This design comes from an exercise in tuning for small area on the open sky130 flow, not from production work.
Only simulation tests tie the RTL to the original design; equivalence was not proved.
Power figures rest on the tool's default switching activity, not on a simulated workload.

## before
==> flow/design.v <==
package scct_timer_pkg;
   localparam int unsigned CTR_W  = 32;
   localparam int unsigned PSC_W  = 16;
   localparam int unsigned NUM_CH = 4;
   localparam logic [1:0] ACT_NONE = 2'd0;
   localparam logic [1:0] ACT_SET  = 2'd1;
   localparam logic [1:0] ACT_CLR  = 2'd2;
   localparam logic [1:0] ACT_TGL  = 2'd3;
endpackage
package scct_reg_pkg;
   localparam int unsigned ADR_W = 4;
   localparam int unsigned DAT_W = 32;
   localparam int unsigned REG_CTR     = 0;
   localparam int unsigned REG_PSC     = 1;
   localparam int unsigned REG_CTR_IE  = 2;
   localparam int unsigned REG_CTR_IS  = 3;
   localparam int unsigned REG_CH_MODE = 4;
   localparam int unsigned REG_CH_ACT  = 5;
   localparam int unsigned REG_CH_IE   = 6;
   localparam int unsigned REG_CH_IS   = 7;
   localparam int unsigned REG_CH_INP  = 8;
   localparam int unsigned REG_CH_OUT  = 9;
   localparam int unsigned REG_CCR0    = 10;
   localparam int unsigned NUM_REG = 14;
endpackage
`timescale 1ns/1ps
import scct_timer_pkg::*;
import scct_reg_pkg::*;
module scct_top (
   input  logic              clk,
   input  logic              rst,
   input  logic              wb_cyc_i,
   input  logic              wb_stb_i,
   input  logic              wb_we_i,
   input  logic [ADR_W-1:0]  wb_adr_i,
   input  logic [DAT_W-1:0]  wb_dat_i,
   output logic [DAT_W-1:0]  wb_dat_o,
   output logic              wb_ack_o,
   input  logic [NUM_CH-1:0] pins_i,
   output logic [NUM_CH-1:0] pins_o,
   output logic              irq_o
);
   logic              ack_q;
   logic [DAT_W-1:0]  rdat_q;
   logic              req;
   logic              wr;
   logic [15:0]       wsel;
   logic [DAT_W-1:0]  rd_mux;
   assign req = wb_cyc_i & wb_stb_i & ~ack_q;
   assign wr  = ack_q & wb_we_i;
   always_comb begin
      wsel = '0;
      wsel[wb_adr_i] = wr;
   end
   logic [PSC_W-1:0] psc_q;
   logic [PSC_W-1:0] pcnt_q;
   logic [CTR_W-1:0] ctr_q;
   logic             ctr_ie_q;
   logic             ctr_is_q;
   logic             tick_q;
   logic             step;
   logic             wrap;
   assign step = (pcnt_q >= psc_q);
   assign wrap = step & (&ctr_q) & ~wsel[REG_CTR];
   always_ff @(posedge clk or posedge rst) begin
      if (rst) begin
         ack_q    <= 1'b0;
         ctr_ie_q <= 1'b0;
         ctr_is_q <= 1'b0;
      end else begin
         ack_q <= req;
         if (wsel[REG_CTR_IE]) ctr_ie_q <= wb_dat_i[0];
         ctr_is_q <= (ctr_is_q & ~(wsel[REG_CTR_IS] & wb_dat_i[0])) | wrap;
      end
   end
   always_ff @(posedge clk) begin
      if (rst) begin
         psc_q  <= '0;
         pcnt_q <= '0;
         ctr_q  <= '0;
         tick_q <= 1'b0;
      end else begin
         if (wsel[REG_PSC]) psc_q <= wb_dat_i[PSC_W-1:0];
         if (wsel[REG_CTR]) begin
            ctr_q  <= wb_dat_i;
            pcnt_q <= '0;
            tick_q <= 1'b0;
         end else if (step) begin
            ctr_q  <= ctr_q + 1'b1;
            pcnt_q <= '0;
            tick_q <= 1'b1;
         end else begin
            pcnt_q <= pcnt_q + 1'b1;
            tick_q <= 1'b0;
         end
      end
   end
   logic [NUM_CH-1:0] ch_mode;
   logic [2*NUM_CH-1:0] ch_act;
   logic [CTR_W-1:0]  ch_ccr [NUM_CH];
   logic [NUM_CH-1:0] ch_ie;
   logic [NUM_CH-1:0] ch_is;
   logic [NUM_CH-1:0] ch_pin;
   for (genvar n = 0; n < NUM_CH; n++) begin : g_ch
      logic [2:0] sync_q;
      logic       rise_q;
      logic       capture;
      logic       match;
      assign capture = ch_mode[n] & rise_q;
      assign match   = ~ch_mode[n] & tick_q & (ctr_q == ch_ccr[n]);
      always_ff @(posedge clk or posedge rst) begin
         if (rst) begin
            sync_q    <= '0;
            rise_q    <= 1'b0;
            ch_ie[n]  <= 1'b0;
            ch_is[n]  <= 1'b0;
            ch_pin[n] <= 1'b0;
         end else begin
            sync_q <= {sync_q[1:0], pins_i[n]};
            rise_q <= sync_q[1] & ~sync_q[2];
            if (wsel[REG_CH_IE]) ch_ie[n] <= wb_dat_i[n];
            if (match) begin
               case (ch_act[2*n+:2])
                  ACT_SET: ch_pin[n] <= 1'b1;
                  ACT_CLR: ch_pin[n] <= 1'b0;
                  ACT_TGL: ch_pin[n] <= ~ch_pin[n];
                  default: ch_pin[n] <= ch_pin[n];
               endcase
            end
            ch_is[n] <= (ch_is[n] & ~(wsel[REG_CH_IS] & wb_dat_i[n])) | capture | match;
         end
      end
      always_ff @(posedge clk) begin
         if (rst) begin
            ch_mode[n]     <= 1'b0;
            ch_act[2*n+:2] <= ACT_NONE;
            ch_ccr[n]      <= '0;
         end else begin
            if (wsel[REG_CH_MODE]) ch_mode[n]     <= wb_dat_i[n];
            if (wsel[REG_CH_ACT])  ch_act[2*n+:2] <= wb_dat_i[2*n+:2];
            if (capture)                 ch_ccr[n] <= ctr_q;
            else if (wsel[REG_CCR0 + n]) ch_ccr[n] <= wb_dat_i;
         end
      end
   end
   always_comb begin
      rd_mux = '0;
      case (wb_adr_i)
         4'd0:  rd_mux = ctr_q;
         4'd1:  rd_mux[PSC_W-1:0] = psc_q;
         4'd2:  rd_mux[0] = ctr_ie_q;
         4'd3:  rd_mux[0] = ctr_is_q;
         4'd4:  rd_mux[NUM_CH-1:0] = ch_mode;
         4'd5:  rd_mux[2*NUM_CH-1:0] = ch_act;
         4'd6:  rd_mux[NUM_CH-1:0] = ch_ie;
         4'd7:  rd_mux[NUM_CH-1:0] = ch_is;
         4'd8:  rd_mux[NUM_CH-1:0] = pins_i;
         4'd9:  rd_mux[NUM_CH-1:0] = ch_pin;
         4'd10: rd_mux = ch_ccr[0];
         4'd11: rd_mux = ch_ccr[1];
         4'd12: rd_mux = ch_ccr[2];
         4'd13: rd_mux = ch_ccr[3];
         default: rd_mux = '0;
      endcase
   end
   always_ff @(posedge clk) begin
      rdat_q <= rd_mux;
   end
   assign wb_ack_o = ack_q;
   assign wb_dat_o = rdat_q;
   assign pins_o   = ch_pin;
   assign irq_o    = (ctr_ie_q & ctr_is_q) | (|(ch_ie & ch_is));
endmodule
clock: 10.0 ns
lec_check: 0
cap_margin: 20
core_margin: 2
core_utilization: 40
place_density: 0.6
slew_margin: 20
standard.sh (not shown) runs the stock make flow with config.mk's settings and CLKGATE_MAP_FILE= SYNTH_SCRIPT=/design/flow/synth_recipe.tcl, a recipe that flattens the netlist after the stock synthesis.
==> flow/flow/run.sh <==
#!/bin/bash
# Own layout flow: the standard.sh with
#  - an area-oriented ABC script in synthesis (flow/synth.tcl, flow/area.abc),
#  - the smallest buffer on every input and output port,
#  - a clock tree without dummy loads, built from clkbuf_8 with larger sink clusters.
# Every tool's output goes to the ORFS logs under orfs/logs; make's own output to flow_make.log.
set -euo pipefail
W=$(pwd)
export BUFFER_PORTS_ARGS="-buffer_cell sky130_fd_sc_hd__buf_1"
export CTS_ARGS="-sink_clustering_enable -repair_clock_nets -dont_use_dummy_load -buf_list sky130_fd_sc_hd__clkbuf_4 -sink_clustering_size 10 -sink_clustering_max_diameter 40"
sed "s#SYNTH_SCRIPT=[^ ]*#SYNTH_SCRIPT=$W/flow/synth.tcl #" standard.sh > own_standard.sh
bash own_standard.sh finish > flow_make.log 2>&1
==> flow/flow/area.abc <==
strash
&get -n
&fraig -x
&put
dc2
strash
&get -n
&deepsyn -T 20
&put
strash
&get -n
&dch -f
&nf -R 1000 -p -F 8 -A 4 -C 32
&put
==> flow/flow/synth.tcl <==
# The standard flow's synthesis (synth_recipe.tcl, unchanged) with an area-oriented ABC script
# for the combinational mapping; registers are mapped exactly as in the standard flow's synthesis.
set flowdir [file dirname [file normalize [info script]]]
set ::my_abc_script $flowdir/area.abc
proc abc {args} {
  set i [lsearch -exact $args -script]
  if {$i >= 0} { set args [lreplace $args [expr {$i+1}] [expr {$i+1}] $::my_abc_script] }
  yosys abc {*}$args
}
source [file dirname $flowdir]/synth_recipe.tcl
Input-level comparison between after and before:
diff --git a/flow/design.v b/flow/design.v
--- a/flow/design.v
+++ b/flow/design.v
@@ -65,22 +65,22 @@
    always_ff @(posedge clk or posedge rst) begin
       if (rst) begin
          ack_q    <= 1'b0;
-         ctr_ie_q <= 1'b0;
          ctr_is_q <= 1'b0;
       end else begin
          ack_q <= req;
-         if (wsel[REG_CTR_IE]) ctr_ie_q <= wb_dat_i[0];
          ctr_is_q <= (ctr_is_q & ~(wsel[REG_CTR_IS] & wb_dat_i[0])) | wrap;
       end
    end
    always_ff @(posedge clk) begin
       if (rst) begin
-         psc_q  <= '0;
-         pcnt_q <= '0;
-         ctr_q  <= '0;
-         tick_q <= 1'b0;
+         psc_q    <= '0;
+         pcnt_q   <= '0;
+         ctr_q    <= '0;
+         tick_q   <= 1'b0;
+         ctr_ie_q <= 1'b0;
       end else begin
-         if (wsel[REG_PSC]) psc_q <= wb_dat_i[PSC_W-1:0];
+         if (wsel[REG_PSC])    psc_q    <= wb_dat_i[PSC_W-1:0];
+         if (wsel[REG_CTR_IE]) ctr_ie_q <= wb_dat_i[0];
          if (wsel[REG_CTR]) begin
             ctr_q  <= wb_dat_i;
             pcnt_q <= '0;
@@ -111,14 +111,10 @@
       always_ff @(posedge clk or posedge rst) begin
          if (rst) begin
             sync_q    <= '0;
-            rise_q    <= 1'b0;
-            ch_ie[n]  <= 1'b0;
             ch_is[n]  <= 1'b0;
             ch_pin[n] <= 1'b0;
          end else begin
             sync_q <= {sync_q[1:0], pins_i[n]};
-            rise_q <= sync_q[1] & ~sync_q[2];
-            if (wsel[REG_CH_IE]) ch_ie[n] <= wb_dat_i[n];
             if (match) begin
                case (ch_act[2*n+:2])
                   ACT_SET: ch_pin[n] <= 1'b1;
@@ -132,10 +128,14 @@
       end
       always_ff @(posedge clk) begin
          if (rst) begin
+            rise_q         <= 1'b0;
             ch_mode[n]     <= 1'b0;
             ch_act[2*n+:2] <= ACT_NONE;
+            ch_ie[n]       <= 1'b0;
             ch_ccr[n]      <= '0;
          end else begin
+            rise_q <= sync_q[1] & ~sync_q[2];
+            if (wsel[REG_CH_IE])   ch_ie[n]       <= wb_dat_i[n];
             if (wsel[REG_CH_MODE]) ch_mode[n]     <= wb_dat_i[n];
             if (wsel[REG_CH_ACT])  ch_act[2*n+:2] <= wb_dat_i[2*n+:2];
             if (capture)                 ch_ccr[n] <= ctr_q;
==> run summary <==
- Smallest hold slack, after and before: larger value in after
- Pin count of the biggest net entering global routing went down by more than a quarter going from before to after.
- Relative contribution of combinational cells to total power on after is up relative to before.
- Core utilization across after and before: no real change.
- Achievable frequency delta for after relative to before: 7.1% lower
- after vs before: total area of sequential cells down in after
- Relative area of clock buffers and inverters in the final design delta (before -> after): insignificant
- before vs after, end point of the critical path: ctr_q[30] vs ctr_is_q
- Summary of the comparison: synthesized instance count is higher in after, relative to before.
- Area growth from synthesis to layout (after over before): increase, 0.24 points
- Lower share of the synthesized netlist area taken by xor and xnor gates was reported by after, not before.
- Looking at routed wire length across both flows, after is the weaker of the two, with before ahead.
- Looking at total number of vias across after and before, the one that comes out lower is before.

[static timing again, ports no longer ideal]
The flow's constraints put no driver on any port. The routed layouts listed below were extracted and timed again, unchanged, in two steps.
Step 1 (the two cells are an assumption about what drives the block):
set clk [get_ports {clk}]
set_driving_cell -lib_cell sky130_fd_sc_hd__clkbuf_16 $clk
set_driving_cell -lib_cell sky130_fd_sc_hd__buf_2 [delete_from_list [all_inputs] $clk]
Step 2 times the ports against the registers' clock, not the clock port: input delays grow and output delays shrink by t, the midpoint of the rising clock arrivals with the driver on.
Slacks: ideal ports / drivers / drivers and shift; pairs: ideal ports / drivers.
run	shift t [ns]	setup WS [ns]	worst hold slack (ns)	latest minus earliest clock arrival (ns)	worst data-port slew with drivers (ns)
before	0.706	4.090 / 4.090 / 4.090	0.313 / 0.313 / 0.313	0.082 / 0.083	0.04
after	0.707	3.637 / 3.637 / 3.637	0.355 / 0.355 / 0.355	0.068 / 0.067	0.05
After both steps every run listed still meets setup and hold.
